Background: an optimization exercise with open tools, aiming at small area and a short achievable clock period. Do not read the settings as production practice. RTL that was checked went through simulation tests only; none was proved equivalent to the original. No functional check of the RTL was part of runs 1 and 2. Power figures rest on the tool's default switching activity, not on a simulated workload.

$ cat flow/run.sh
#!/bin/bash
# The standard layout (standard.sh, standard synthesis unchanged) with
# two changes made through ORFS's own variables:
#  - ports are buffered with plain buf cells, which timing repair may size,
#    instead of the platform's default delay buffers (every port still gets
#    its buffer);
#  - the clock tree is built from clkbuf_16 as before, with explicit sink
#    clustering and without dummy loads.
# The make output goes to standard.log; ORFS writes each step's log under
# orfs/logs.
set -euo pipefail
export BUFFER_PORTS_ARGS="-buffer_cell sky130_fd_sc_hd__buf_2"
export CTS_ARGS="-sink_clustering_enable -repair_clock_nets -sink_clustering_size 28 -sink_clustering_max_diameter 100 -buf_list sky130_fd_sc_hd__clkbuf_16 -dont_use_dummy_load"
bash standard.sh > standard.log 2>&1
$ cat standard.sh
#!/bin/bash
# synth_recipe.tcl (not shown) runs the flow's synth.tcl, then flattens the netlist and writes it again
# the make line also repeats each setting of config.mk as NAME=value (left out here)
make -C /OpenROAD-flow-scripts/flow DESIGN_CONFIG=/design/flow/config.mk WORK_HOME=/design/flow/orfs CLKGATE_MAP_FILE= SYNTH_SCRIPT=/design/flow/synth_recipe.tcl "${@:-finish}"
$ cat config.mk
export PLATFORM = sky130hd
export DESIGN_NAME = eth_stream_top
export DESIGN_NICKNAME = eth_stream_top
export VERILOG_FILES = /design/flow/design.v
export SDC_FILE = /design/flow/constraint.sdc
export NUM_CORES = 4
export LEC_CHECK = 0
export CAP_MARGIN = 20
export CORE_MARGIN = 2
export CORE_UTILIZATION = 50
export PLACE_DENSITY = 0.6
export SETUP_SLACK_MARGIN = 2.3
export SLEW_MARGIN = 20
$ cat constraint.sdc
create_clock -name core_clock -period 5.0 [get_ports {clk_125}]
set_input_delay 1.0000 -clock core_clock [delete_from_list [all_inputs] [get_ports {clk_125}]]
set_output_delay 1.0000 -clock core_clock [all_outputs]
set_load 0.01 [all_outputs]
$ cat design.v
`default_nettype none
package eth_stream_pkg;
	typedef logic [32-1:0] word_t;                     
	typedef logic [7:0] chan_t;                             
	typedef logic [15:0] byte_len_t;                        
	typedef logic [15:0] interval_t;                        
	typedef logic [15:0] pkt_num_t;                         
	typedef logic [$clog2(16)-1:0] buf_addr_t;      
	typedef logic [31:0] ip_addr_t;                         
	typedef struct packed {
		byte_len_t port_src;    
		byte_len_t port_dest;   
		ip_addr_t  ip_dest;
	} stream_cfg_t;
	typedef struct packed {
		chan_t     channel;
		byte_len_t nbytes;      
		word_t     sum;         
		interval_t interval;
		pkt_num_t  pkt_num;
	} buf_desc_t;
	typedef struct packed {
		word_t data;
		logic  sop;
		logic  eop;
		logic  wren;
	} tx_beat_t;
	typedef enum logic [1:0] {F_IDLE, F_READ, F_DONE, F_WAIT_TX} former_state_t;
	typedef enum logic [2:0] {
		S_IDLE,
		S_HDR_PORTS,
		S_HDR_IP,
		S_HDR_TAG,
		S_HDR_CHAN,
		S_DATA,
		S_SUM
	} sender_state_t;
endpackage
`default_nettype wire
`default_nettype none
module chan_fifo (
	input  wire                         clk_125,
	input  wire                         rst_crc,
	input  wire                         clr,      
	input  wire                         stop,     
	input  wire                         clr_pre_n,  
	input  wire                         wr,
	input  wire eth_stream_pkg::word_t  wdata,
	input  wire                         rd,       
	input  wire                         rd_adv,   
	output eth_stream_pkg::word_t       rdata,    
	output logic                        rdy       
);
	localparam int DEPTH = 64;
	localparam int PTR_W = $clog2(64);
	logic [DEPTH-1:0][32-1:0] mem;
	logic [7:0] wr_lo;   
	logic [7:0] wr_hi;   
	logic [PTR_W-5:0] rblk;
	logic [7-1:0] level;
	logic do_wr;
	logic wr_ok;       
	logic [7-1:0] level_n;
	assign do_wr = wr & wr_ok & ~stop;   
	assign rdy   = |level[7-1:4];
	logic [3:0] rblk_oh;
	logic [16-1:0] pf_sel;
	logic [16-1:0] rd_sel;   
	eth_stream_pkg::word_t pf_word;
	assign rblk_oh = 4'(1) << rblk;
	assign pf_sel  = {rd_sel[16-2:0], rd_sel[16-1]};   
	always_ff @(posedge clk_125)
	begin
		if (rst_crc | clr)
			rd_sel <= 16'(1) << (16 - 1);
		else if (rd_adv)
			rd_sel <= {rd_sel[16-2:0], rd_sel[16-1]};
	end
	always_comb
	begin
		case ({do_wr, rd})
			2'b10:   level_n = level + 1'b1;
			2'b01:   level_n = level - 1'b1;
			default: level_n = level;
		endcase
		if (clr)
			level_n = '0;
	end
	always_ff @(posedge clk_125)
	begin
		if (rst_crc)
			wr_ok <= 1'b1;
		else
			wr_ok <= ~clr_pre_n & ~level_n[7-1];
		if (rst_crc | clr)
		begin
			wr_lo  <= 8'd1;
			wr_hi  <= 8'd1;
			rblk   <= '0;
			level  <= '0;
		end
		else
		begin
			if (do_wr)
			begin
				wr_lo <= {wr_lo[6:0], wr_lo[7]};
				if (wr_lo[7])
					wr_hi <= {wr_hi[6:0], wr_hi[7]};
			end
			if (rd && rd_sel[16-1])
				rblk <= rblk + 1'b1;
			level <= level_n;
		end
	end
	genvar gi;
	for (gi = 0; gi < DEPTH; gi++)
	begin : g_mem
		always_ff @(posedge clk_125)
			if (do_wr && wr_lo[gi % 8] && wr_hi[gi / 8])
				mem[gi] <= wdata;
	end
	logic [3:0][32-1:0] blk_word;
	always_comb
	begin
		blk_word = '0;
		for (int i = 0; i < DEPTH; i++)
			blk_word[i/16] = blk_word[i/16] | (mem[i] & {32{pf_sel[i%16]}});
		pf_word = '0;
		for (int b = 0; b < 4; b++)
			pf_word = pf_word | (blk_word[b] & {32{rblk_oh[b]}});
	end
	always_ff @(posedge clk_125)
		rdata <= pf_word;
endmodule
`default_nettype wire
`default_nettype none
module restart_ctrl (
	input  wire  clk_125,
	input  wire  rst_crc,
	input  wire  time_clr,      
	input  wire  stream_stop,   
	output logic hold,          
	output logic hold_pre_n,    
	output logic tag_clr        
);
	localparam int SYNC_N = 3;
	localparam int CNT_W  = $clog2(100 + 1);
	logic [SYNC_N:0] clr_sr;   
	logic [SYNC_N:0] clr_sr_n;
	logic cause;
	logic hold_q;
	logic hold_q_n;
	logic hold_pre;            
	logic [CNT_W-1:0] hold_cnt;
	assign clr_sr_n = {clr_sr[SYNC_N-1:0], time_clr};
	assign tag_clr  = clr_sr[SYNC_N-1] & ~clr_sr[SYNC_N];   
	assign cause    = (|clr_sr) | stream_stop;              
	always_comb
	begin
		if (cause)
			hold_q_n = 1'b1;
		else if (hold_q && hold_cnt == CNT_W'(100 - 1))
			hold_q_n = 1'b0;
		else
			hold_q_n = hold_q;
	end
	always_ff @(posedge clk_125)
	begin
		if (rst_crc)
		begin
			clr_sr   <= '0;
			hold_q   <= 1'b0;
			hold_pre <= 1'b0;
			hold_cnt <= '0;
		end
		else
		begin
			clr_sr   <= clr_sr_n;
			hold_q   <= hold_q_n;
			hold_pre <= hold_pre_n;
			if (cause)
				hold_cnt <= '0;
			else if (hold_q)
				hold_cnt <= hold_cnt + 1'b1;
		end
	end
	assign hold_pre_n = hold_q_n | (|clr_sr_n);
	assign hold       = hold_pre | stream_stop;
endmodule
`default_nettype wire
`default_nettype none
module buffer_former (
	input  wire                              clk_125,
	input  wire                              rst_crc,
	input  wire                              hold,           
	input  wire                              tag_clr,
	input  wire eth_stream_pkg::interval_t   interval_num,
	input  wire                              rdy0,
	input  wire                              rdy1,
	input  wire eth_stream_pkg::word_t       fifo_data0,     
	input  wire eth_stream_pkg::word_t       fifo_data1,
	output logic                             rd0,
	output logic                             rd1,
	output logic                             rd_adv,         
	input  wire                              end_tx,
	input  wire                              take,           
	output logic                             start,
	output eth_stream_pkg::buf_desc_t        desc,           
	input  wire [16-1:0]             buf_sel,        
	output eth_stream_pkg::word_t            buf_rd_data     
);
	eth_stream_pkg::former_state_t state;
	logic [16-1:0][32-1:0] ram;   
	eth_stream_pkg::word_t rd_data;            
	eth_stream_pkg::word_t sum;
	logic [16-1:0] rd_sel;             
	logic [16-1:0] wr_sel;             
	logic cap;                                 
	logic [3:0] cap_sr;                        
	logic [3:0][7:0] sseg;                     
	logic [2:0] scar;                          
	eth_stream_pkg::word_t fifo_word;
	eth_stream_pkg::pkt_num_t pkt_cnt;
	logic sel;      
	logic rd_vld;   
	logic rdy_any;
	logic pick1;
	logic rd_act;
	assign rdy_any = rdy0 | rdy1;
	assign pick1   = rdy1 & (~rdy0 | ~sel);   
	assign rd_act  = (state == eth_stream_pkg::F_READ) & ~hold;
	assign rd0     = rd_act & ~sel;
	assign rd1     = rd_act & sel;
	assign cap = (state == eth_stream_pkg::F_DONE) & ~hold & take;
	assign fifo_word = sel ? fifo_data1 : fifo_data0;
	assign rd_adv    = (state == eth_stream_pkg::F_IDLE && rdy_any) ||
	                   (state == eth_stream_pkg::F_READ && !rd_sel[16-1]);
	always_ff @(posedge clk_125)
	begin
		if (rst_crc | hold)
			rd_sel <= 16'(1) << (16 - 1);
		else if (rd_adv)
			rd_sel <= {rd_sel[16-2:0], rd_sel[16-1]};
	end
	always_ff @(posedge clk_125)
	begin
		if (rst_crc)
		begin
			state   <= eth_stream_pkg::F_IDLE;
			sel     <= 1'b1;   
			start   <= 1'b0;
			rd_vld  <= 1'b0;
			pkt_cnt <= '0;
		end
		else
		begin
			start  <= 1'b0;
			rd_vld <= rd_act;
			if (hold)
				state <= eth_stream_pkg::F_IDLE;
			else
				case (state)
					eth_stream_pkg::F_IDLE:
						if (rdy_any)
						begin
							sel     <= pick1;
							state   <= eth_stream_pkg::F_READ;
						end
					eth_stream_pkg::F_READ:
					begin
						if (rd_sel[16-1])
							state <= eth_stream_pkg::F_DONE;   
					end
					eth_stream_pkg::F_DONE:
					begin
						start   <= 1'b1;
						pkt_cnt <= pkt_cnt + 1'b1;
						state   <= eth_stream_pkg::F_WAIT_TX;
					end
					default:
						if (end_tx)
							state <= eth_stream_pkg::F_IDLE;
				endcase
			if (tag_clr)
				pkt_cnt <= '0;   
		end
	end
	always_ff @(posedge clk_125)
	begin
		rd_data <= fifo_word;
		wr_sel  <= rd_sel;
		if (rst_crc)
			cap_sr <= '0;
		else
			cap_sr <= {cap_sr[2:0], cap};
		if (cap)
		begin
			desc.channel  <= eth_stream_pkg::chan_t'(sel);
			desc.nbytes   <= eth_stream_pkg::byte_len_t'(16 * 4);
			desc.interval <= interval_num;
			desc.pkt_num  <= pkt_cnt;
		end
		if (cap_sr[3])
			desc.sum <= sum;
	end
	logic [3:0][8:0] sseg_n;
	logic first;
	assign first = rd_vld & wr_sel[0];
	always_comb
	begin
		for (int k = 0; k < 4; k++)
			sseg_n[k] = 9'(first ? 8'd0 : sseg[k])
			            + 9'(rd_vld ? rd_data[8*k +: 8] : 8'd0)
			            + 9'((k == 0 || first) ? 1'b0 : scar[(k > 0) ? k - 1 : 0]);
	end
	always_ff @(posedge clk_125)
	begin
		for (int k = 0; k < 4; k++)
			sseg[k] <= sseg_n[k][7:0];
		for (int k = 0; k < 3; k++)
			scar[k] <= sseg_n[k][8];
	end
	assign sum = sseg;
	genvar gi;
	for (gi = 0; gi < 16; gi++)
	begin : g_ram
		always_ff @(posedge clk_125)
			if (rd_vld && wr_sel[gi])
				ram[gi] <= rd_data;
	end
	always_comb
	begin
		buf_rd_data = '0;
		for (int i = 0; i < 16; i++)
			buf_rd_data = buf_rd_data | (ram[i] & {32{buf_sel[i]}});
	end
endmodule
`default_nettype wire
`default_nettype none
module udp_frame_sender (
	input  wire                              clk_125,
	input  wire                              rst_crc,
	input  wire eth_stream_pkg::stream_cfg_t cfg,
	input  wire                              start,
	input  wire eth_stream_pkg::buf_desc_t   desc,      
	output logic [16-1:0]            buf_sel,   
	input  wire eth_stream_pkg::word_t       buf_rd_data,
	input  wire                              tx_rdy,
	output eth_stream_pkg::tx_beat_t         tx,
	output logic                             take,      
	output logic                             end_tx
);
	logic s_idle;
	logic s_ports;
	logic s_ip;
	logic s_tag;
	logic s_chan;
	logic s_data;
	logic s_sum;
	logic [16-1:0] idx;      
	eth_stream_pkg::word_t beat;     
	assign take = s_idle | (s_sum & tx_rdy);
	assign buf_sel = (s_data & tx_rdy) ? {idx[16-2:0], idx[16-1]} : idx;
	logic s_idle_n;
	logic s_ports_n;
	logic s_ip_n;
	logic s_tag_n;
	logic s_chan_n;
	logic s_data_n;
	logic s_sum_n;
	logic o_busy;       
	logic o_ports_b;    
	logic o_sum_b;      
	assign tx.data = beat;
	assign tx.wren = tx_rdy & o_busy;
	assign tx.sop  = tx_rdy & ~o_ports_b;
	assign tx.eop  = tx_rdy & ~o_sum_b;
	always_comb
	begin
		s_idle_n  = s_idle;
		s_ports_n = s_ports;
		s_ip_n    = s_ip;
		s_tag_n   = s_tag;
		s_chan_n  = s_chan;
		s_data_n  = s_data;
		s_sum_n   = s_sum;
		if (s_idle)
		begin
			if (start)
			begin
				s_idle_n  = 1'b0;
				s_ports_n = 1'b1;
			end
		end
		else if (tx_rdy)
		begin
			s_ports_n = 1'b0;
			s_ip_n    = s_ports;
			s_tag_n   = s_ip;
			s_chan_n  = s_tag;
			s_data_n  = s_chan | (s_data & ~idx[16-1]);
			s_sum_n   = s_data & idx[16-1];
			s_idle_n  = s_sum;
		end
	end
	always_ff @(posedge clk_125)
	begin
		if (rst_crc)
		begin
			s_idle    <= 1'b1;
			s_ports   <= 1'b0;
			s_ip      <= 1'b0;
			s_tag     <= 1'b0;
			s_chan    <= 1'b0;
			s_data    <= 1'b0;
			s_sum     <= 1'b0;
			o_busy    <= 1'b0;
			o_ports_b <= 1'b1;
			o_sum_b   <= 1'b1;
			idx       <= 16'(1);
			end_tx    <= 1'b0;
		end
		else
		begin
			s_idle    <= s_idle_n;
			s_ports   <= s_ports_n;
			s_ip      <= s_ip_n;
			s_tag     <= s_tag_n;
			s_chan    <= s_chan_n;
			s_data    <= s_data_n;
			s_sum     <= s_sum_n;
			o_busy    <= ~s_idle_n;
			o_ports_b <= ~s_ports_n;
			o_sum_b   <= ~s_sum_n;
			end_tx    <= s_sum & tx_rdy;   
			if (s_idle)
				idx <= 16'(1);
			else if (tx_rdy && s_data)
				idx <= {idx[16-2:0], idx[16-1]};
		end
	end
	eth_stream_pkg::word_t ports_w;
	eth_stream_pkg::word_t tag_w;
	eth_stream_pkg::word_t chan_w;
	eth_stream_pkg::word_t cur_w;
	eth_stream_pkg::word_t nxt_w;
	logic use_ram;
	assign ports_w = {cfg.port_src, eth_stream_pkg::byte_len_t'(cfg.port_dest + 1'b1)};
	assign tag_w   = {desc.interval, desc.pkt_num};   
	assign chan_w  = {8'd0, 7'd0, desc.channel[0], eth_stream_pkg::byte_len_t'(16 * 4)};
	always_comb
	begin
		if (s_ip)
			cur_w = cfg.ip_dest;
		else if (s_tag)
			cur_w = tag_w;
		else if (s_chan)
			cur_w = chan_w;
		else if (s_sum)
			cur_w = desc.sum;
		else
			cur_w = ports_w;
		if (s_ports)
			nxt_w = cfg.ip_dest;
		else if (s_ip)
			nxt_w = tag_w;
		else if (s_tag)
			nxt_w = chan_w;
		else if (s_data)
			nxt_w = desc.sum;
		else
			nxt_w = ports_w;
	end
	assign use_ram = (s_data & ~(tx_rdy & idx[16-1])) | (s_chan & tx_rdy);
	always_ff @(posedge clk_125)
		beat <= use_ram ? buf_rd_data : (tx_rdy ? nxt_w : cur_w);
endmodule
`default_nettype wire
`default_nettype none
module eth_stream_top (
	input  wire                              clk_125,
	input  wire                              rst_crc,
	input  wire eth_stream_pkg::word_t       data_ch0,
	input  wire eth_stream_pkg::word_t       data_ch1,
	input  wire                              wr_ch0,
	input  wire                              wr_ch1,
	input  wire eth_stream_pkg::interval_t   interval_num,
	input  wire                              time_clr,
	input  wire                              stream_stop,
	input  wire eth_stream_pkg::stream_cfg_t cfg,
	input  wire                              tx_rdy,
	output eth_stream_pkg::tx_beat_t         tx
);
	logic hold;
	logic hold_pre_n;
	logic tag_clr;
	logic rd0;
	logic rd1;
	logic rd_adv;
	logic rdy0;
	logic rdy1;
	logic start;
	logic take;
	logic end_tx;
	eth_stream_pkg::word_t fifo_data0;
	eth_stream_pkg::word_t fifo_data1;
	eth_stream_pkg::buf_desc_t desc;
	logic [16-1:0] buf_sel;
	eth_stream_pkg::word_t buf_rd_data;
	restart_ctrl i_restart_ctrl (
		.clk_125     (clk_125),
		.rst_crc     (rst_crc),
		.time_clr    (time_clr),
		.stream_stop (stream_stop),
		.hold        (hold),
		.hold_pre_n  (hold_pre_n),
		.tag_clr     (tag_clr)
	);
	chan_fifo i_fifo_ch0 (
		.clk_125 (clk_125),
		.rst_crc (rst_crc),
		.clr     (hold),
		.stop    (stream_stop),
		.clr_pre_n (hold_pre_n),
		.wr      (wr_ch0),
		.wdata   (data_ch0),
		.rd      (rd0),
		.rd_adv  (rd_adv),
		.rdata   (fifo_data0),
		.rdy     (rdy0)
	);
	chan_fifo i_fifo_ch1 (
		.clk_125 (clk_125),
		.rst_crc (rst_crc),
		.clr     (hold),
		.stop    (stream_stop),
		.clr_pre_n (hold_pre_n),
		.wr      (wr_ch1),
		.wdata   (data_ch1),
		.rd      (rd1),
		.rd_adv  (rd_adv),
		.rdata   (fifo_data1),
		.rdy     (rdy1)
	);
	buffer_former i_buffer_former (
		.clk_125      (clk_125),
		.rst_crc      (rst_crc),
		.hold         (hold),
		.tag_clr      (tag_clr),
		.interval_num (interval_num),
		.rdy0         (rdy0),
		.rdy1         (rdy1),
		.fifo_data0   (fifo_data0),
		.fifo_data1   (fifo_data1),
		.rd0          (rd0),
		.rd1          (rd1),
		.rd_adv       (rd_adv),
		.end_tx       (end_tx),
		.take         (take),
		.start        (start),
		.desc         (desc),
		.buf_sel      (buf_sel),
		.buf_rd_data  (buf_rd_data)
	);
	udp_frame_sender i_udp_frame_sender (
		.clk_125     (clk_125),
		.rst_crc     (rst_crc),
		.cfg         (cfg),
		.start       (start),
		.desc        (desc),
		.buf_sel     (buf_sel),
		.buf_rd_data (buf_rd_data),
		.tx_rdy      (tx_rdy),
		.tx          (tx),
		.take        (take),
		.end_tx      (end_tx)
	);
endmodule
`default_nettype wire
==> reports/qor.txt, run 1 <==
via count: 105k
TNS Setup: 0 ns
clock slew at reported path FFs: 0.11 ns
drt via density: 6.97
DRT Pass-1 Iters: 8
final WL: 580000 um
worst path required time: 5.74 ns
CTS root buf: clkbuf_16
PnR worst setup slack: 2.14 ns
first-pass GRT wire length: 792000 um
standard-cell rows: 221
CTS Buf Count: 204
status: no timing/DRC/antenna violations
Longest Clk Path Bufs: 4
GRT overflow: 0
drt initial violations: 17.5k
layout cells sized above 1: 0.130
final worst-path cycle share: 0.572
Area contributors post-synth: edfxtp_1 (77%), a221oi_1 (3.8%), dfxtp_1 (3.8%), a22o_1 (3.7%), a22oi_1 (3.3%)
clk_skew: 0.128 ns
Post-synth top flop: edfxtp_1
master of the slowest instance on the critical path: a22oi_2
dpl cell area: 190000 um2
Core Area: 362000 um2
TritonCTS clock tree: done
Max-cap violations: 0
Routability Congestion: 0.892
syn_area_per_cell: 18.1 um2
top cell type's share of synthesized area: 0.773
Adder-Cell Fraction of Synth Area: 0.00472
post-synthesis sequential area ratio: 0.811
Synth Area in XOR/XNOR: 0.00314
largest net degree at the start of global routing: 75
Final Util: 0.547
number of synthesized flops with an enable pin: 4673
final instance area: 198000 um2
Synth Area in Compound Gates: 0.125
Placement Setup Slack: 1.04 ns
DR DRC count: 0
Top delay family on crit path: compound AO/OA/AOI/OAI gates
Setup violations, final: 0
Vert. Die Dim: 606 um
Max Freq: 349 MHz
max_slew headroom: 0.199
Die Footprint: 368000 um2
VDD IR max: 0.319 mV
CTS H-tree lvls: 4
final hold slack: 0.244 ns
vias in the first global route: 98.5k
Post-Syn Area: 181000 um2
later-pin clock latency in the skew report: 0.99 ns
Worst-Margin Slew: 1.20 ns
Worst Path Buf+Inv: 1
final max-slew violation count: 0
I/O Buffers: 185
Netlist cell types: 72
ys async rst share: 0
remaining antenna violation count after routing: 0
post-synthesis register bit count: 5017
Initial Utilization: 0.502
max incr delay on CP: 0.54 ns
RSZ-0062 raised after global routing: true
power per cell area: 337 nW/um2
startpoint types: register
crit-path cells: buf_12, a22o_1, a221oi_1, nand4_1, a22oi_2, nand3_2
critical setup path kind: register to register
main combinational cell family by area after synthesis: compound AO/OA/AOI/OAI gates
wire per inst: 38.4 um
Syn. warnings: 4
Pleak: 61.4 nW
Worst Path Max Fanout: 26
crit path capture type: register
Final min period: 2.86 ns
mux contribution to synthesized area: 0.00607
DIE WIDTH: 606 um
nets: 10.5k
Hold Fails Final Rpt: 0
Syn Nets: 10.2k
min-delay worst type: input pin to register
Worst EP arrival: 3.60 ns
post-DP HPWL: 325000 um
# clock sinks: 5017
number of cells produced by synthesis: 10.0k
Yosys top cell by area: edfxtp_1
io pins: 186
Synth Area in Simple Gates: 0.0349
hold_buf cts: 0
area grow syn2layout: 9.05%
gr usage total: 0.308
initial antenna violation count: 44
-- final cells by class --
cell class,count,area [um2]
repair buffers,699,6280
repair inverters,1,5.00
flip-flops and latches,5017,147000
clock buffers,204,5100
well taps,4794,6000
inverters,58,268
multi-input cells,4323,32800
fillers,27900,164000
diodes,16,40.0
-- report_power, final --
part	total [W]	switching (W)	internal, W
clock network	0.0195	0.0122	0.00734
registers	0.0459	0.0000998	0.0458
logic	0.00121	0.000990	0.000221
-- per-stage QoR --
stage | power (W) | cells
after floorplan | 0.0470 | 10000
after global placement | 0.0479 | 14700
after detailed placement | 0.0480 | 14800
after CTS | 0.0667 | 15100
after global routing | 0.0680 | 15100
final | 0.0666 | 15100
-- final timing paths --
kind | startpoint | to | slack, ns | cells past startpoint
min reg2reg | i_buffer_former.rd_sel[15] | i_buffer_former.wr_sel[15] | 0.37 | 0
min | interval_num[4] | i_buffer_former.desc[20] | 0.24 | 1
max reg2reg | i_fifo_ch1.rd_sel[7] | i_fifo_ch1.rdata[14] | 2.14 | 6
max | i_fifo_ch1.rd_sel[7] | i_fifo_ch1.rdata[14] | 2.14 | 6
-- flip-flops by register name, indices dropped and copies added (netlist names), 32 cells and up --
register	count
i_buffer_former.ram	512
i_fifo_ch1.mem	2048
i_buffer_former.rd_data	32
i_fifo_ch0.mem	2048
i_fifo_ch0.rdata	32
i_buffer_former.desc	65
i_fifo_ch1.rdata	32
i_buffer_former.sseg	32
i_udp_frame_sender.beat	32
-- placed cells by master (no fill, tap or decap), types with 42 or more instances in the layout --
cell / instances
a21oi_1: 154
nand2_1: 268
a22oi_2: 44
nor2_1: 113
mux2_2: 55
and2_1: 61
buf_2: 180
a221oi_1: 768
clkbuf_16: 205
ha_1: 42
dfxtp_1: 295
o21ai_0: 149
buf_4: 395
a22oi_1: 761
nand3_1: 255
o21ai_1: 43
buf_12: 88
a22o_1: 772
nand4_1: 215
and3_2: 103
edfxtp_1: 4673
-- logic make-up (layout without fill, tap and decap cells) --
family,after synthesis,in the layout
compound gates,2869,2869
xor+xnor,65,65
fa+ha+maj,63,63
buf+inv,691,962
flops,5017,5017
mux,99,100
other cells,0,16
simple gates,1225,1226
-- synth_stat cells, types with 5 or more instances --
cell type	count
and2_1	77
a41oi_1	16
o211ai_1	6
xnor2_1	36
a21oi_1	159
nor4_1	8
a22oi_1	805
edfxtp_1	4673
nand2b_1	7
or3_1	9
a222oi_1	16
mux2_2	64
nor2_1	119
nand3_1	282
a221oi_1	797
or2_2	5
fa_1	9
and3_1	141
nor2b_1	33
mux2_4	6
a22o_1	772
clkinv_1	5
clkbuf_1	456
nor3_1	36
ha_1	54
a31oi_1	12
o22ai_1	7
xor2_1	29
o21bai_1	6
nand2_1	274
a21o_1	11
dfxtp_1	344
a211oi_1	16
nand4_1	215
a2111oi_0	5
o21ai_0	198
inv_1	53
mux2i_1	29
buf_2	28
buf_1	144
-- routing by layer --
layer,wire (um),global-route usage,share of wire,up-vias
li1,-,-,-,42200
met1,225000,0.440,0.39,55500
met4,24100,0.112,0.042,18
met2,266000,0.478,0.46,6664
met5,103,0,0.00018,-
met3,64500,0.0565,0.11,890
-- what timing repair did --
item / 4_1_cts / 5_1_grt
gates resized for setup: 184 / 62
pin swaps: 54 / 42
buffers inserted: 92 / 37
setup endpoints to repair: 2940 / 464
cloned: 6 / 2
==> run 2: changes to the inputs <==
--- a/config.mk
+++ b/config.mk
@@ -10,4 +10,4 @@
 export CORE_UTILIZATION = 50
 export PLACE_DENSITY = 0.6
-export SETUP_SLACK_MARGIN = 2.3
+export SETUP_SLACK_MARGIN = 2.5
 export SLEW_MARGIN = 20
==> run 2 against run 1 <==
Synthesized cell count unchanged. Global-route usage increased by 0.99 points. Highest routed layer unchanged. Synthesized area is the same. Maximum frequency up 2.9%. Register-to-register slack better by 0.08 ns. Combinational power increased by 6%. Setup slack better by 0.081 ns. Clock power is essentially flat. Sequential cell count is the same. Power up 0.19%.
==> reports/qor.txt, run 2 <==
status: no timing/DRC/antenna violations
ys async rst share: 0
via count: 108k
initial antenna violation count: 38
switching share of power: 0.201
final max-slew violation count: 0
Max-cap violations: 0
Longest Clk Path Bufs: 4
Core Area: 362000 um2
clk_skew: 0.130 ns
post-synthesis register bit count: 5017
max_slew headroom: 0.272
Final min period: 2.78 ns
number of synthesized flops with an enable pin: 4673
Hold Fails Final Rpt: 0
TNS Setup: 0 ns
Netlist cell types: 72
Switching Power: 0.0134 W
Setup violations, final: 0
final worst-path cycle share: 0.556
post-synthesis sequential area ratio: 0.811
crit-path cells: buf_12, buf_12, a22o_1, a221oi_4, nand4_1, a22oi_2, nand3_2
number of cells produced by synthesis: 10.0k
Worst EP arrival: 3.53 ns
Worst-Margin Slew: 1.09 ns
# clock sinks: 5017
reg2reg setup slack: 2.22 ns
Synth top cells by count: edfxtp_1 (4673), a22oi_1 (805), a221oi_1 (797)
CTS root buf: clkbuf_16
nets: 10.8k
VDD IR max: 0.299 mV
PnR worst setup slack: 2.22 ns
wire per inst: 39.3 um
TritonCTS clock tree: done
post-DP HPWL: 325000 um
vias in the first global route: 100k
Worst Path Max Fanout: 7
Die Footprint: 368000 um2
worst path required time: 5.75 ns
Fillers: 27.3k
I/O Buffers: 185
most frequent cells in the layout: edfxtp_1 (4673), a22o_1 (772), a22oi_1 (732)
clock share of power: 0.294
power per cell area: 327 nW/um2
CTS H-tree lvls: 4
DIE WIDTH: 606 um
Syn. warnings: 4
Top delay family on crit path: compound AO/OA/AOI/OAI gates
Power, Total: 0.0668 W
Placement Setup Slack: 1.14 ns
Post-synth top flop: edfxtp_1
DRT Pass-1 Iters: 6
RSZ-0062 raised after global routing: true
clock slew at reported path FFs: 0.11 ns
largest net degree at the start of global routing: 69
standard-cell rows: 221
drt initial violations: 19.1k
critical setup path kind: register to register
min-delay worst type: input pin to register
largest registers: i_fifo_ch0.mem (2048), i_fifo_ch1.mem (2048), i_buffer_former.ram (512)
remaining antenna violation count after routing: 0
Vert. Die Dim: 606 um
area grow syn2layout: 12.4%
Worst Path Buf+Inv: 2
GRT overflow: 0
later-pin clock latency in the skew report: 1.00 ns
first-pass GRT wire length: 815000 um
FF/Latch Area: 147000 um2
CTS Buf Count: 203
master of the slowest instance on the critical path: a22oi_2
crit path capture type: register
startpoint types: register
Post-Syn Area: 181000 um2
Initial Utilization: 0.502
DR DRC count: 0
max incr delay on CP: 0.67 ns
CP dominant cell by count: buf_12
Max Freq: 360 MHz
Multi-input gate area: 35100 um2
Seq pwr share: 0.687
commonest non-fill, non-tap cell in the layout: edfxtp_1
io pins: 186
Area contributors post-synth: edfxtp_1 (77%), a221oi_1 (3.8%), dfxtp_1 (3.8%), a22o_1 (3.7%), a22oi_1 (3.3%)
Syn Nets: 10.2k
Pleak: 63.7 nW
layout cells sized above 1: 0.178
internal power: 0.0533 W
gr usage total: 0.318
dpl cell area: 190000 um2
count leader, synth: edfxtp_1
final WL: 605000 um
Final Util: 0.564
final instance area: 204000 um2
drt via density: 6.99
top cell type's share of synthesized area: 0.773
Yosys top cell by area: edfxtp_1
syn_area_per_cell: 18.1 um2
Comb pwr share: 0.019
Routability Congestion: 0.890
-- run 2: logic make-up after synthesis --
kind of cell	synth area share
muxes	0.00607
adders and majority gates	0.00472
xor gates and xnor gates	0.00314
AOI/OAI and AO/OA	0.125
DFF	0.811
and+or+nand+nor	0.0349
buffers and inverters	0.0147
-- run 2: routing by layer --
layer / part of all wire / global-route usage / up-vias
met5: 0.00020 / 0 / -
met4: 0.043 / 0.117 / 20
met3: 0.13 / 0.0742 / 1019
met2: 0.45 / 0.479 / 7590
met1: 0.38 / 0.455 / 56300
li1: - / - / 42900
-- run 2: through the flow --
step	hold WS (ns)	cells
3_3_place_gp	0.358	14800
6_report	0.212	15400
3_5_place_dp	0.356	14800
4_1_cts	0.163	15300
5_1_grt	0.207	15400
2_1_floorplan	0.345	10000
-- run 2: final timing paths --
check                                                start                         end  cells after the start
worst min register to register  i_buffer_former.rd_sel[10]  i_buffer_former.wr_sel[10]                      0
worst max-delay path                  i_fifo_ch0.rd_sel[8]         i_fifo_ch0.rdata[3]                      7
worst min-delay path                          data_ch0[10]        i_fifo_ch0.mem[1418]                      1
worst max register to register        i_fifo_ch0.rd_sel[8]         i_fifo_ch0.rdata[3]                      7
-- run 2: cell type report --
cell class / count / area share
Antenna cell: 16 / 0.000196
Clock buffer: 203 / 0.0249
Inverter: 58 / 0.00161
Multi-Input combinational cell: 4349 / 0.172
Sequential cell: 5017 / 0.723
Tap cell: 4794 / 0.0294
Timing Repair Buffer: 961 / 0.0487
Timing Repair inverter: 12 / 0.000448
-- run 2: power groups by stage --
stage | registers, W | logic [W] | clock network, W
floorplan | 0.0468 | 0.000200 | 0
global placement | 0.0468 | 0.00114 | 0
detailed placement | 0.0468 | 0.00118 | 0
CTS | 0.0459 | 0.00123 | 0.0196
global route | 0.0459 | 0.00131 | 0.0209
finish | 0.0459 | 0.00128 | 0.0196
-- run 2: repair_timing --
item,in CTS,in global routing
endpoints found under the setup margin,3740,527
buffers inserted,255,107
hold buffers,0,0
gates cloned,44,22
resized for setup,556,211
pin swaps,168,185
==> run 3: changes to the inputs <==
--- a/design.v
+++ b/design.v
@@ -77,14 +77,23 @@
 			rd_sel <= {rd_sel[16-2:0], rd_sel[16-1]};
 	end
+	logic [7-1:0] level_p1;
+	logic [7-1:0] level_m1;
+	logic level_63;
+	logic full_n;
+	assign level_p1 = level + 1'b1;
+	assign level_m1 = level - 1'b1;
+	assign level_63 = (level == 7'(64 - 1));
 	always_comb
 	begin
-		case ({do_wr, rd})
-			2'b10:   level_n = level + 1'b1;
-			2'b01:   level_n = level - 1'b1;
-			default: level_n = level;
-		endcase
 		if (clr)
 			level_n = '0;
+		else if (do_wr & ~rd)
+			level_n = level_p1;
+		else if (rd & ~do_wr)
+			level_n = level_m1;
+		else
+			level_n = level;
 	end
+	assign full_n = ~clr & ~rd & (level[7-1] | (level_63 & do_wr));
 	always_ff @(posedge clk_125)
 	begin
@@ -92,5 +101,5 @@
 			wr_ok <= 1'b1;
 		else
-			wr_ok <= ~clr_pre_n & ~level_n[7-1];
+			wr_ok <= ~clr_pre_n & ~full_n;
 		if (rst_crc | clr)
 		begin
==> run 3 against run 2 <==
Cell area down 1.6%. Maximum frequency up 1.4%. Combinational power up 16%. Critical path depth up 1. Critical path type unchanged. Via count down 1.8%. Still clean.
==> reports/qor.txt, run 3 <==
status: no timing/DRC/antenna violations
clk_skew: 0.116 ns
Netlist cell types: 74
Max Freq: 365 MHz
Setup violations, final: 0
PnR worst setup slack: 2.26 ns
syn_area_per_cell: 18.1 um2
count leader, synth: edfxtp_1
Pleak: 62.0 nW
critical setup path kind: register to register
CTS Buf Count: 204
number of synthesized flops with an enable pin: 4673
Post-synth top flop: edfxtp_1
final worst-path cycle share: 0.548
layout cells sized above 1: 0.154
largest net degree at the start of global routing: 66
Syn. warnings: 4
initial antenna violation count: 46
Worst EP arrival: 3.46 ns
clock slew at reported path FFs: 0.11 ns
Yosys top cell by area: edfxtp_1
most frequent cells in the layout: edfxtp_1 (4673), a22o_1 (769), a22oi_1 (747)
startpoint types: register
Initial Utilization: 0.502
Worst-Margin Slew: 1.14 ns
nets: 10.5k
Synth top cells by count: edfxtp_1 (4673), a22oi_1 (811), a221oi_1 (793)
vias in the first global route: 98.1k
RSZ-0062 raised after global routing: true
largest registers: i_fifo_ch0.mem (2048), i_fifo_ch1.mem (2048), i_buffer_former.ram (512)
Routability Congestion: 0.872
io pins: 186
top cell type's share of synthesized area: 0.774
post-synthesis sequential area ratio: 0.812
Core Area: 362000 um2
drt initial violations: 17.9k
post-DP HPWL: 311000 um
CTS H-tree lvls: 4
later-pin clock latency in the skew report: 0.97 ns
power per cell area: 334 nW/um2
Placement Setup Slack: 1.11 ns
post-synthesis register bit count: 5017
internal power: 0.0535 W
final WL: 588000 um
clock share of power: 0.292
Worst Path Max Fanout: 20
I/O Buffers: 185
Longest Clk Path Bufs: 4
worst path required time: 5.71 ns
# clock sinks: 5017
remaining antenna violation count after routing: 0
number of cells produced by synthesis: 10.0k
VDD IR max: 0.310 mV
ys async rst share: 0
CTS root buf: clkbuf_16
Syn Nets: 10.2k
TritonCTS clock tree: done
via count: 106k
max_slew headroom: 0.242
first-pass GRT wire length: 791000 um
area grow syn2layout: 10.6%
Switching Power: 0.0135 W
min-delay worst type: input pin to register
standard-cell rows: 221
switching share of power: 0.202
Final min period: 2.74 ns
Area contributors post-synth: edfxtp_1 (77%), a221oi_1 (3.8%), dfxtp_1 (3.8%), a22o_1 (3.7%), a22oi_1 (3.4%)
drt via density: 6.99
Seq pwr share: 0.686
hold_buf cts: 0
TNS Setup: 0 ns
Hold Fails Final Rpt: 0
DRT Pass-1 Iters: 8
Die Footprint: 368000 um2
Max-cap violations: 0
final max-slew violation count: 0
commonest non-fill, non-tap cell in the layout: edfxtp_1
DR DRC count: 0
Post-Syn Area: 181000 um2
DIE WIDTH: 606 um
crit path capture type: register
gr usage total: 0.308
Vert. Die Dim: 606 um
wire per inst: 38.9 um
GRT overflow: 0
Comb pwr share: 0.022
[run 3: metal layers]
layer / up-vias / routed length [um] / GRT usage
li1: 42200 / - / -
met1: 55500 / 231000 / 0.454
met2: 7181 / 265000 / 0.468
met3: 794 / 73800 / 0.0655
met4: 6 / 18300 / 0.0809
met5: - / 48 / 0
[run 3: final timing paths]
check                             startpoint                         end  slack [ns]  cells past startpoint
setup / recovery        i_fifo_ch1.rd_sel[3]        i_fifo_ch1.rdata[30]        2.26                      8
hold / removal              interval_num[13]    i_buffer_former.desc[29]        0.21                      1
setup reg to reg        i_fifo_ch1.rd_sel[3]        i_fifo_ch1.rdata[30]        2.26                      8
hold reg to reg   i_buffer_former.rd_sel[15]  i_buffer_former.wr_sel[15]        0.37                      0
[run 3: area by class of cell]
| type | count | area [um2] |
|---|---|---|
| Multi-Input combinational cell | 4321 | 34800 |
| Inverter | 63 | 340 |
| Timing Repair inverter | 5 | 40.0 |
| Clock buffer | 204 | 5100 |
| Tap cell | 4794 | 6000 |
| Timing Repair Buffer | 708 | 6890 |
| Sequential cell | 5017 | 147000 |
| Antenna cell | 10 | 25.0 |
| Fill cell | 27400 | 161000 |
[run 3: what timing repair did]
action,4_1_cts,5_1_grt
pin swaps,112,141
resized for setup,395,214
setup endpoints to repair,3297,450
buffers inserted,157,74
gates cloned,12,20
[run 3: cell families after synthesis]
| logic type | share of synthesized area |
|---|---|
| and+or+nand+nor | 0.0346 |
| xor gates and xnor gates | 0.00319 |
| buffers and inverters | 0.0147 |
| AOI/OAI and AO/OA | 0.125 |
| DFF | 0.812 |
| muxes | 0.00583 |
| adders and majority gates | 0.00479 |
[run 3: critical path, cell delays in order, from the launching register on]
cell	delay [ns]
dfxtp_4	0.49
buf_12	0.19
buf_4	0.16
buf_6	0.20
a22o_1	0.23
a221oi_1	0.22
nand4_1	0.44
a22oi_2	0.33
nand3_2	0.19
[run 3: metrics by stage]
stage / area [um2] / utilization / std cells / hold slack, ns / total power (W)
global placement: 189000 / 0.524 / 14600 / 0.357 / 0.0482
global route: 201000 / 0.555 / 15100 / 0.191 / 0.0684
CTS: 198000 / 0.549 / 15000 / 0.149 / 0.0670
detailed placement: 189000 / 0.524 / 14600 / 0.362 / 0.0483
floorplan: 183000 / - / 10000 / 0.345 / 0.0472
finish: 201000 / 0.555 / 15100 / 0.209 / 0.0670
[run 3: power by group through the flow]
stage / registers [W] / logic, W / clock network (W)
after floorplan: 0.0469 / 0.000340 / 0
after global placement: 0.0469 / 0.00130 / 0
after detailed placement: 0.0469 / 0.00135 / 0
after CTS: 0.0460 / 0.00142 / 0.0196
after global routing: 0.0460 / 0.00153 / 0.0209
final: 0.0460 / 0.00148 / 0.0196
==> run 4: changes to the inputs <==
--- a/design.v
+++ b/design.v
@@ -65,16 +65,7 @@
 	assign rdy   = |level[7-1:4];
 	logic [3:0] rblk_oh;
-	logic [16-1:0] pf_sel;
-	logic [16-1:0] rd_sel;   
-	eth_stream_pkg::word_t pf_word;
+	logic [1:0][16-1:0] rd_sel;   
+	logic [1:0][32-1:0] rdata_h;     
 	assign rblk_oh = 4'(1) << rblk;
-	assign pf_sel  = {rd_sel[16-2:0], rd_sel[16-1]};   
-	always_ff @(posedge clk_125)
-	begin
-		if (rst_crc | clr)
-			rd_sel <= 16'(1) << (16 - 1);
-		else if (rd_adv)
-			rd_sel <= {rd_sel[16-2:0], rd_sel[16-1]};
-	end
 	logic [7-1:0] level_p1;
 	logic [7-1:0] level_m1;
@@ -117,5 +108,5 @@
 					wr_hi <= {wr_hi[6:0], wr_hi[7]};
 			end
-			if (rd && rd_sel[16-1])
+			if (rd && rd_sel[0][16-1])
 				rblk <= rblk + 1'b1;
 			level <= level_n;
@@ -129,16 +120,44 @@
 				mem[gi] <= wdata;
 	end
-	logic [3:0][32-1:0] blk_word;
+	logic [1:0][16-1:0] pf_sel;
+	logic [1:0][1:0][32-1:0] blk_word;
+	logic [1:0][32-1:0] pf_word;
+	genvar gh;
+	for (gh = 0; gh < 2; gh++)
+	begin : g_half
+		rd_word_ctr i_rd_word_ctr (
+			.clk_125 (clk_125),
+			.clr     (rst_crc | clr),
+			.adv     (rd_adv),
+			.rd_sel  (rd_sel[gh])
+		);
+		assign pf_sel[gh] = {rd_sel[gh][16-2:0], rd_sel[gh][16-1]};   
+	end
 	always_comb
 	begin
 		blk_word = '0;
 		for (int i = 0; i < DEPTH; i++)
-			blk_word[i/16] = blk_word[i/16] | (mem[i] & {32{pf_sel[i%16]}});
-		pf_word = '0;
-		for (int b = 0; b < 4; b++)
-			pf_word = pf_word | (blk_word[b] & {32{rblk_oh[b]}});
+			blk_word[i/32][(i/16)%2] = blk_word[i/32][(i/16)%2] | (mem[i] & {32{pf_sel[i/32][i%16]}});
+		for (int h = 0; h < 2; h++)
+			pf_word[h] = (blk_word[h][0] & {32{rblk_oh[2*h]}})
+			           | (blk_word[h][1] & {32{rblk_oh[2*h+1]}});
 	end
 	always_ff @(posedge clk_125)
-		rdata <= pf_word;
+		rdata_h <= pf_word;
+	assign rdata = rblk[1] ? rdata_h[1] : rdata_h[0];
+endmodule
+module rd_word_ctr (
+	input  wire                    clk_125,
+	input  wire                    clr,
+	input  wire                    adv,
+	output logic [16-1:0]  rd_sel
+);
+	always_ff @(posedge clk_125)
+	begin
+		if (clr)
+			rd_sel <= 16'(1) << (16 - 1);
+		else if (adv)
+			rd_sel <= {rd_sel[16-2:0], rd_sel[16-1]};
+	end
 endmodule
 `default_nettype wire
==> run 4 against run 3 <==
Register-to-register slack gained 0.15 ns. Utilization down 0.95 points. Sequential cell count is 96 higher. Cell area fell by 0.43%. Synthesized cell count is 1.8% higher. Global-route usage decreased by 0.70 points. Synthesized area grew 1.6%. Clock skew increased by 0.039 ns. Largest cell class unchanged. Power grew 1.6%. Combinational power about the same.
==> reports/qor.txt, run 4 <==
CTS H-tree lvls: 4
clock slew at reported path FFs: 0.11 ns
min-delay worst type: input pin to register
final max-slew violation count: 0
critical setup path kind: register to register
Yosys top cell by area: edfxtp_1
Setup violations, final: 0
Die Footprint: 373000 um2
remaining antenna violation count after routing: 0
Core Area: 366000 um2
standard-cell rows: 222
io pins: 186
# clock sinks: 5113
initial antenna violation count: 38
Netlist cell types: 72
Pleak: 61.3 nW
first-pass GRT wire length: 793000 um
Worst EP arrival: 3.41 ns
CP dominant cell by count: a22o_1
Synth top cells by count: edfxtp_1 (4673), a22o_1 (990), a221oi_1 (920)
number of placed instances, taps included: 14.8k
ys async rst share: 0
max_slew headroom: 0.200
RSZ-0062 raised after global routing: true
via count: 106k
max incr delay on CP: 0.60 ns
Syn. warnings: 5
power per cell area: 341 nW/um2
largest net degree at the start of global routing: 79
master of the slowest instance on the critical path: nand4_1
TNS Setup: 0 ns
Worst Path Buf+Inv: 1
DIE WIDTH: 611 um
GRT overflow: 0
final WL: 581000 um
DR DRC count: 0
Top delay family on crit path: compound AO/OA/AOI/OAI gates
Vert. Die Dim: 611 um
layout cells sized above 1: 0.119
CTS Buf Count: 206
VDD IR max: 0.314 mV
Worst Path Max Fanout: 27
Max Freq: 386 MHz
crit path capture type: register
I/O Buffers: 185
number of synthesized flops with an enable pin: 4673
CTS root buf: clkbuf_16
nets: 10.5k
count leader, synth: edfxtp_1
startpoint types: register
drt via density: 6.99
commonest non-fill, non-tap cell in the layout: edfxtp_1
Fillers: 28.0k
TritonCTS clock tree: done
later-pin clock latency in the skew report: 1.01 ns
gr usage total: 0.301
Max-cap violations: 0
largest registers: i_fifo_ch0.mem (2048), i_fifo_ch1.mem (2048), i_buffer_former.ram (512)
Initial Utilization: 0.503
clk_skew: 0.156 ns
Worst-Margin Slew: 1.19 ns
Area contributors post-synth: edfxtp_1 (76%), dfxtp_1 (4.8%), a22o_1 (4.7%), a221oi_1 (4.4%), a22oi_1 (2.1%)
number of cells produced by synthesis: 10.2k
syn_area_per_cell: 18.1 um2
area grow syn2layout: 8.39%
Syn Nets: 10.4k
worst path required time: 5.82 ns
Post-Syn Area: 184000 um2
Longest Clk Path Bufs: 4
drt initial violations: 16.5k
status: no timing/DRC/antenna violations
Routability Congestion: 0.877
post-DP HPWL: 313000 um
vias in the first global route: 101k
DRT Pass-1 Iters: 9
Hold Fails Final Rpt: 0
most frequent cells in the layout: edfxtp_1 (4673), a22o_1 (983), a221oi_1 (887)
Final min period: 2.59 ns
top cell type's share of synthesized area: 0.761
final worst-path cycle share: 0.518
post-synthesis register bit count: 5113
wire per inst: 38.3 um
post-synthesis sequential area ratio: 0.809
crit-path cells: buf_8, a22o_1, a221oi_2, nand4_1, a22o_1
Finished Layout Cells: 15.1k
Post-synth top flop: edfxtp_1
[run 4: changes by cell type in the layout (fill, tap and decap cells not counted), sizes merged, moves of 19 or more]
cell and change:
nor2 -19, a22o +216, o21ai -50, a211oi +31
nand4 +66, a21oi +51, a221oi +127, nor2b +36
nand2 +93, dfxtp +96, a22oi -295, buf -163
nand3 -182
[run 4: repair_timing]
action	CTS	global route
setup endpoints to repair	3318	130
gates cloned	25	10
hold buffers	0	0
buffers inserted	27	82
endpoints found under the hold margin	0	0
resized for setup	209	70
pin swaps	23	40
[run 4: kinds of logic after synthesis]
| kind of cell | share of synthesized area |
|---|---|
| AOI/OAI and AO/OA | 0.129 |
| DFF | 0.809 |
| buffers and inverters | 0.0151 |
| muxes | 0.00553 |
| adders and majority gates | 0.00471 |
| and+or+nand+nor | 0.0338 |
| xor gates and xnor gates | 0.00299 |
[run 4: layout make-up]
type                       instances  area (um2)  area share
sequential                      5113      149000       0.748
multi-input combinational       4385       34300       0.172
tap                             4816        6030      0.0302
clock buffer                     206        5150      0.0258
timing repair buffer             536        4350      0.0218
inverter                          67         350     0.00175
timing repair inverter             8        62.6    0.000313
antenna                           14        35.0    0.000175
[run 4: path summary, 6_finish.rpt]
kind,from,to,slack (ns),depth (start not counted)
hold reg to reg,i_buffer_former.rd_sel[12],i_buffer_former.wr_sel[12],0.37,0
setup reg to reg,i_fifo_ch0.g_half[0].i_rd_word_ctr.rd_sel[11],i_fifo_ch0.rdata_h[27],2.41,5
setup / recovery,i_fifo_ch0.g_half[0].i_rd_word_ctr.rd_sel[11],i_fifo_ch0.rdata_h[27],2.41,5
hold / removal,interval_num[14],i_buffer_former.desc[30],0.19,1
[run 4: worst reg2reg max path: stages (launching register included)]
cell	delay, ns
dfxtp_4	0.48
buf_8	0.32
a22o_1	0.26
a221oi_2	0.28
nand4_1	0.60
a22o_1	0.52
[run 4: where the power goes]
part,internal [W],switching [W],leakage (nW)
clock network,0.00741,0.0124,2.54
logic,0.000325,0.00115,13.1
registers,0.0466,0.000158,45.7
[run 4: through the flow]
stage | cell area (um2) | setup WS [ns] | power [W] | hold WS (ns) | utilization
floorplan | 186000 | 1.83 | 0.0480 | 0.345 | -
global placement | 192000 | 1.19 | 0.0490 | 0.359 | 0.524
detailed placement | 192000 | 1.18 | 0.0491 | 0.361 | 0.524
CTS | 199000 | 2.37 | 0.0681 | 0.129 | 0.542
global route | 200000 | 2.41 | 0.0695 | 0.163 | 0.545
finish | 200000 | 2.41 | 0.0681 | 0.190 | 0.545
[run 4: per-layer routing]
metal  routed length (um)  GRT usage  vias to the layer above
li1                     -          -                    42600
met1               224000      0.428                    55600
met2               271000      0.477                     6702
met3                65000     0.0534                      899
met4                20500     0.0913                       10
met5                   76          0                        -
==> run 5: changes to the inputs <==
--- a/design.v
+++ b/design.v
@@ -389,5 +389,5 @@
 	eth_stream_pkg::word_t beat;     
 	assign take = s_idle | (s_sum & tx_rdy);
-	assign buf_sel = (s_data & tx_rdy) ? {idx[16-2:0], idx[16-1]} : idx;
+	assign buf_sel = tx_rdy ? {idx[16-2:0], idx[16-1]} : idx;
 	logic s_idle_n;
 	logic s_ports_n;
@@ -446,5 +446,5 @@
 			o_ports_b <= 1'b1;
 			o_sum_b   <= 1'b1;
-			idx       <= 16'(1);
+			idx       <= 16'(1) << (16 - 1);
 			end_tx    <= 1'b0;
 		end
@@ -463,6 +463,6 @@
 			end_tx    <= s_sum & tx_rdy;   
 			if (s_idle)
-				idx <= 16'(1);
-			else if (tx_rdy && s_data)
+				idx <= 16'(1) << (16 - 1);
+			else if (tx_rdy && (s_data || s_chan))
 				idx <= {idx[16-2:0], idx[16-1]};
 		end
==> run 5 against run 4 <==
Maximum frequency increased by 2.5%. Sequential power about the same. Sequential share of layout area decreased by 0.065 points. First-iteration DRC count decreased by 5.6%. Count of clock-buffer cells in the layout increased by 1. Cell area about the same. Combinational power increased by 3%. Critical path type is now input pin to output port. Largest cell class unchanged.
==> reports/qor.txt, run 5 <==
status: no timing/DRC/antenna violations
Fillers: 28.6k
Netlist cell types: 76
Synth Area in Simple Gates: 0.0359
max_slew headroom: 0.212
mux contribution to synthesized area: 0.00848
clock share of power: 0.291
switching share of power: 0.202
syn_area_per_cell: 17.8 um2
number of cells produced by synthesis: 10.4k
DR top layer: met5
Max Freq: 396 MHz
count leader, synth: edfxtp_1
power per cell area: 341 nW/um2
Syn Nets: 10.6k
max incr delay on CP: 0.16 ns
area grow syn2layout: 7.84%
first-pass GRT wire length: 787000 um
Finished Layout Cells: 15.4k
number of synthesized flops with an enable pin: 4673
Vert. Die Dim: 613 um
Area contributors post-synth: edfxtp_1 (76%), dfxtp_1 (4.8%), a22o_1 (4.3%), a221oi_1 (4.1%), a22oi_1 (2.6%)
layout cells sized above 1: 0.113
crit path capture type: output port
final WL: 574000 um
VDD IR max: 0.350 mV
Worst EP arrival: 1.53 ns
clock slew at reported path FFs: 0.08 ns
Setup violations, final: 0
critical setup path kind: input pin to output port
CTS Buf Count: 207
Worst Path Max Fanout: 4
Adder-Cell Fraction of Synth Area: 0.00468
# clock sinks: 5113
via count: 106k
ys async rst share: 0
largest registers: i_fifo_ch0.mem (2048), i_fifo_ch1.mem (2048), i_buffer_former.ram (512)
startpoint types: input pin
Post-synth top flop: edfxtp_1
PnR worst setup slack: 2.47 ns
WL met2: 272000 um
initial antenna violation count: 33
remaining antenna violation count after routing: 0
Routability Congestion: 0.890
Synth Area in XOR/XNOR: 0.00302
Final min period: 2.53 ns
post-DP HPWL: 302000 um
CTS H-tree lvls: 4
CTS root buf: clkbuf_16
Initial Utilization: 0.502
Pleak: 61.2 nW
Longest Clk Path Bufs: 4
WL met1: 222000 um
post-synthesis sequential area ratio: 0.804
GRT overflow: 0
Post-Syn Area: 185000 um2
Die Footprint: 376000 um2
io pins: 186
drt via density: 6.90
DR DRC count: 0
CP dominant cell by count: buf_16
most frequent cells in the layout: edfxtp_1 (4673), a22o_1 (901), a221oi_1 (861)
dpl cell area: 193000 um2
Placement Setup Slack: 1.08 ns
reg2reg setup slack: 2.48 ns
Synth Area in Compound Gates: 0.128
crit-path cells: buf_16, buf_16, and2_4, buf_6
number of placed instances, taps included: 15.1k
final max-slew violation count: 0
standard-cell rows: 223
drt initial violations: 15.6k
internal power: 0.0544 W
TritonCTS clock tree: done
DIE WIDTH: 613 um
final worst-path cycle share: 0.505
hold_buf cts: 0
Syn. warnings: 5
Worst-Margin Slew: 1.17 ns
DRT Pass-1 Iters: 8
gr usage total: 0.297
Seq pwr share: 0.686
nets: 10.7k
RSZ-0062 raised after global routing: true
Synth top cells by count: edfxtp_1 (4673), a22o_1 (906), a221oi_1 (867)
I/O Buffers: 185
worst path required time: 4.00 ns
clk_skew: 0.109 ns
Core Area: 369000 um2
wire per inst: 37.2 um
Max-cap violations: 0
FF/Latch Area: 149000 um2
met3 WL: 59900 um
largest net degree at the start of global routing: 79
vias in the first global route: 102k
final hold slack: 0.255 ns
later-pin clock latency in the skew report: 0.98 ns
Hold Fails Final Rpt: 0
top cell type's share of synthesized area: 0.757
TNS Setup: 0 ns
Comb pwr share: 0.022
main combinational cell family by area after synthesis: compound AO/OA/AOI/OAI gates
min-delay worst type: input pin to register
Multi-input gate area: 34700 um2
master of the slowest instance on the critical path: and2_4
post-synthesis register bit count: 5113
final instance area: 200000 um2
Switching Power: 0.0137 W
Yosys top cell by area: edfxtp_1
commonest non-fill, non-tap cell in the layout: edfxtp_1
==> run 5: layer usage <==
metal	vias to the layer above	global-route usage
li1	43200	-
met1	55800	0.414
met2	6349	0.478
met3	892	0.0528
met4	10	0.0904
met5	-	0
==> run 5: path summary, 6_finish.rpt <==
| kind | endpoint | start | cells past startpoint |
|---|---|---|---|
| setup / recovery | tx[0] | tx_rdy | 4 |
| hold / removal | i_buffer_former.desc[29] | interval_num[13] | 1 |
| setup reg to reg | i_fifo_ch1.rdata_h[59] | i_fifo_ch1.g_half[1].i_rd_word_ctr.rd_sel[5] | 5 |
| hold reg to reg | i_buffer_former.wr_sel[10] | i_buffer_former.rd_sel[10] | 0 |
==> run 5: cell families after synthesis <==
logic type	after synthesis
and+or+nand+nor	1303
DFF	5113
AOI/OAI and AO/OA	2989
muxes	142
buffers and inverters	747
xor gates and xnor gates	64
adders and majority gates	64
==> run 5: critical path, delay by kind of cell <==
family	cells	cell delay [ns]
and+or+nand+nor	1	0.16
buffers and inverters	3	0.36
==> run 5: final cells by class <==
cell class / instances / area share
Sequential cell: 5113 / 0.748
Multi-Input combinational cell: 4581 / 0.174
Tap cell: 4950 / 0.0310
Clock buffer: 207 / 0.0259
Timing Repair Buffer: 475 / 0.0196
Inverter: 66 / 0.00180
Timing Repair inverter: 9 / 0.000363
Antenna cell: 9 / 0.000113
==> run 5: timing repair <==
| action | in CTS | in global routing |
|---|---|---|
| setup buffers | 17 | 31 |
| resized for setup | 181 | 75 |
| pin swaps | 16 | 23 |
| setup endpoints to repair | 2929 | 295 |
| cloned | 33 | 3 |
==> run 5: through the flow <==
step	util	total power, W
after CTS	0.540	0.0682
final	0.542	0.0681
after global routing	0.542	0.0696
after floorplan	-	0.0481
after global placement	0.522	0.0491
after detailed placement	0.522	0.0491
==> run 5: power groups by stage <==
| stage | clock [W] | sequential, W | combinational [W] |
|---|---|---|---|
| after floorplan | 0 | 0.0477 | 0.000430 |
| after global placement | 0 | 0.0477 | 0.00133 |
| after detailed placement | 0 | 0.0477 | 0.00138 |
| after CTS | 0.0200 | 0.0468 | 0.00146 |
| after global routing | 0.0212 | 0.0468 | 0.00158 |
| final | 0.0199 | 0.0468 | 0.00152 |
==> run 6: changes to the inputs <==
--- a/config.mk
+++ b/config.mk
@@ -10,4 +10,4 @@
 export CORE_UTILIZATION = 50
 export PLACE_DENSITY = 0.6
-export SETUP_SLACK_MARGIN = 2.5
+export SETUP_SLACK_MARGIN = 2.65
 export SLEW_MARGIN = 20
==> run 6 against run 5 <==
Count of clock-buffer cells in the layout increased by 1. Cell area increased by 1.4%. Global-route usage grew 1.1 points. Hold slack worse by 0.022 ns. Synthesized area unchanged. Die area is the same. Synthesized cell count unchanged. Sequential power barely moved. Still clean. Highest routed layer unchanged. Utilization increased by 0.76 points.
==> reports/qor.txt, run 6 <==
status: no timing/DRC/antenna violations
later-pin clock latency in the skew report: 1.00 ns
remaining antenna violation count after routing: 0
gr usage total: 0.307
VDD IR max: 0.340 mV
I/O Buffers: 185
Die Footprint: 376000 um2
FF-to-FF Start: i_fifo_ch0.wr_lo[2]
max_slew headroom: 0.171
Syn. warnings: 5
Comb pwr share: 0.023
final WL: 604000 um
internal power: 0.0545 W
min-delay worst type: input pin to register
initial antenna violation count: 38
vias in the first global route: 102k
hold_buf cts: 0
capture point of the worst path: tx[0]
Longest Clk Path Bufs: 4
Worst Path Max Fanout: 1
io pins: 186
via count: 109k
Post-Syn Area: 185000 um2
Switching Power: 0.0138 W
Max-cap violations: 0
Final min period: 2.56 ns
wire per inst: 38.8 um
number of synthesized flops with an enable pin: 4673
layout cells sized above 1: 0.135
GR peak layer: met2
Yosys top cell by area: edfxtp_1
CTS root buf: clkbuf_16
critical setup path kind: register to output port
worst r2r dst: i_fifo_ch0.mem[586]
power per cell area: 337 nW/um2
Vert. Die Dim: 613 um
ys async rst share: 0
clock slew at reported path FFs: 0.10 ns
Worst EP arrival: 1.56 ns
count leader, synth: edfxtp_1
post-synthesis sequential area ratio: 0.804
largest net degree at the start of global routing: 101
area grow syn2layout: 9.34%
hold path cells: 1
post-synthesis register bit count: 5113
M3 GR Usage: 0.0579
Setup crit start: i_udp_frame_sender.o_busy
Worst R2R Path Depth: 1
drt via density: 7.00
Hold Fails Final Rpt: 0
final worst-path cycle share: 0.512
Fillers: 28.3k
commonest non-fill, non-tap cell in the layout: edfxtp_1
CTS H-tree lvls: 4
Initial Utilization: 0.502
GRT overflow: 0
drt initial violations: 17.9k
final max-slew violation count: 0
M2 GR Usage: 0.487
number of placed instances, taps included: 15.1k
final hold slack: 0.232 ns
met1 Usage GRT: 0.430
Pleak: 62.3 nW
Placement Setup Slack: 0.907 ns
DR DRC count: 0
clk_skew: 0.0945 ns
# clock sinks: 5113
Synth top cells by count: edfxtp_1 (4673), a22o_1 (906), a221oi_1 (867)
CTS Buf Count: 208
Area contributors post-synth: edfxtp_1 (76%), dfxtp_1 (4.8%), a22o_1 (4.3%), a221oi_1 (4.1%), a22oi_1 (2.6%)
number of cells produced by synthesis: 10.4k
Max Freq: 391 MHz
Seq pwr share: 0.685
TritonCTS clock tree: done
PnR worst setup slack: 2.44 ns
Worst-Margin Slew: 1.24 ns
syn_area_per_cell: 17.8 um2
switching share of power: 0.202
RSZ-0062 raised after global routing: true
Post-synth top flop: edfxtp_1
reg2reg setup slack: 2.48 ns
Syn Nets: 10.6k
TNS Setup: 0 ns
DRT Pass-1 Iters: 6
post-DP HPWL: 311000 um
standard-cell rows: 223
nets: 10.8k
clock share of power: 0.291
worst path required time: 4.00 ns
DIE WIDTH: 613 um
Netlist cell types: 76
largest registers: i_fifo_ch0.mem (2048), i_fifo_ch1.mem (2048), i_buffer_former.ram (512)
first-pass GRT wire length: 810000 um
top cell type's share of synthesized area: 0.757
crit path capture type: output port
most frequent cells in the layout: edfxtp_1 (4673), a22o_1 (902), a221oi_1 (832)
Setup violations, final: 0
Core Area: 369000 um2
startpoint types: register
Finished Layout Cells: 15.6k
Routability Congestion: 0.876
run 6: cell counts after synthesis:
Identical to the previous run, type by type.
run 6: per-layer routing:
metal | share of wire | up-vias | routed length [um]
li1 | - | 43700 | -
met1 | 0.37 | 56800 | 225000
met2 | 0.47 | 7463 | 282000
met3 | 0.12 | 1057 | 71200
met4 | 0.041 | 16 | 24700
met5 | 0.00047 | - | 284
run 6: how the worst min path moves through the flow:
| stage | slack [ns] | endpoint | from |
|---|---|---|---|
| 4_1_cts | 0.16 | i_buffer_former.desc[19] | interval_num[3] |
| 5_1_grt | 0.18 | i_buffer_former.desc[19] | interval_num[3] |
| 3_5_place_dp | 0.36 | i_buffer_former.wr_sel[5] | i_buffer_former.rd_sel[5] |
| 2_1_floorplan | 0.34 | i_buffer_former.wr_sel[14] | i_buffer_former.rd_sel[14] |
| 3_3_place_gp | 0.36 | i_buffer_former.wr_sel[5] | i_buffer_former.rd_sel[5] |
| 6_report | 0.23 | i_buffer_former.desc[19] | interval_num[3] |
run 6: critical path: stages (launching register included):
cell and delay [ns]:
dfxtp_2 0.38, and2_4 0.15, buf_6 0.09
run 6: cells by family (layout without fill, tap and decap cells):
| group | Yosys count | after routing | synth area share |
|---|---|---|---|
| AND/OR/NAND/NOR | 1303 | 1386 | 0.0359 |
| XOR/XNOR | 64 | 64 | 0.00302 |
| adder cells (fa/ha/maj) | 64 | 64 | 0.00468 |
| flip-flops | 5113 | 5113 | 0.804 |
| multiplexers | 142 | 150 | 0.00848 |
| buffers and inverters | 747 | 852 | 0.0157 |
| AO/OA/AOI/OAI | 2989 | 2989 | 0.128 |
| other | 0 | 8 | 0 |
run 6: what timing repair did:
action	in CTS	in global routing
gates cloned	78	31
pin swaps	41	49
gates resized for setup	298	151
endpoints found under the setup margin	3683	1178
buffers inserted	39	80
run 6: power by group through the flow:
stage | clock (W) | sequential [W] | combinational [W]
after CTS | 0.0200 | 0.0468 | 0.00152
after global routing | 0.0213 | 0.0468 | 0.00166
after detailed placement | 0 | 0.0478 | 0.00142
after floorplan | 0 | 0.0477 | 0.000441
final | 0.0199 | 0.0468 | 0.00159
after global placement | 0 | 0.0478 | 0.00137
run 6: area by class of cell:
class,instances,area (um2),area share
timing repair inverter,8,63.8,0.000315
clock buffer,208,5200,0.0257
antenna,8,20.0,0.0000987
multi-input combinational,4653,36000,0.178
tap,4950,6190,0.0305
inverter,66,374,0.00185
timing repair buffer,570,5360,0.0264
sequential,5113,150000,0.737
run 6: per-stage QoR:
step	area, um2	power, W	utilization
after CTS	201000	0.0683	0.544
after detailed placement	193000	0.0492	0.524
after global routing	203000	0.0698	0.549
after floorplan	187000	0.0481	-
after global placement	193000	0.0491	0.524
final	203000	0.0683	0.549

-- port drivers added, routing unchanged --
Ports are ideal in the flow. The routed layouts listed here were re-timed in OpenROAD.
Step 1: set_driving_cell puts a clkbuf_16 on clk_125 and a buf_2 on each other input, an assumption about the parent block.
Step 2 times the ports against the registers' clock, not the clock port: input delays grow and output delays shrink by t, the midpoint of the rising clock arrivals with the driver on.
Three values: ideal, step 1, step 2; two values: the first two.
run | shift t [ns] | slack for setup (ns) | hold WS [ns] | worst setup path at the end | cell pins on the clock port's net
run 1 | 1.067 | 2.138 / 2.138 / 1.537 | 0.244 / 0.154 / 0.365 | input to register | 1
run 2 | 1.056 | 2.219 / 2.219 / 1.439 | 0.212 / 0.154 / 0.322 | input to register | 1
run 3 | 1.026 | 2.258 / 2.258 / 1.607 | 0.209 / 0.125 / 0.373 | input to register | 1
run 4 | 1.047 | 2.409 / 2.323 / 1.501 | 0.190 / 0.101 / 0.371 | input to register | 1
run 5 | 1.055 | 2.473 / 2.269 / 1.380 | 0.255 / 0.168 / 0.366 | input to register | 1
run 6 | 1.054 | 2.440 / 2.275 / 1.524 | 0.232 / 0.155 / 0.372 | input to register | 1
After both steps setup and hold are still met in every run listed. The setup slack of run 5, which loses most, moves by -0.204 ns with the drivers and by -1.093 ns with both steps.
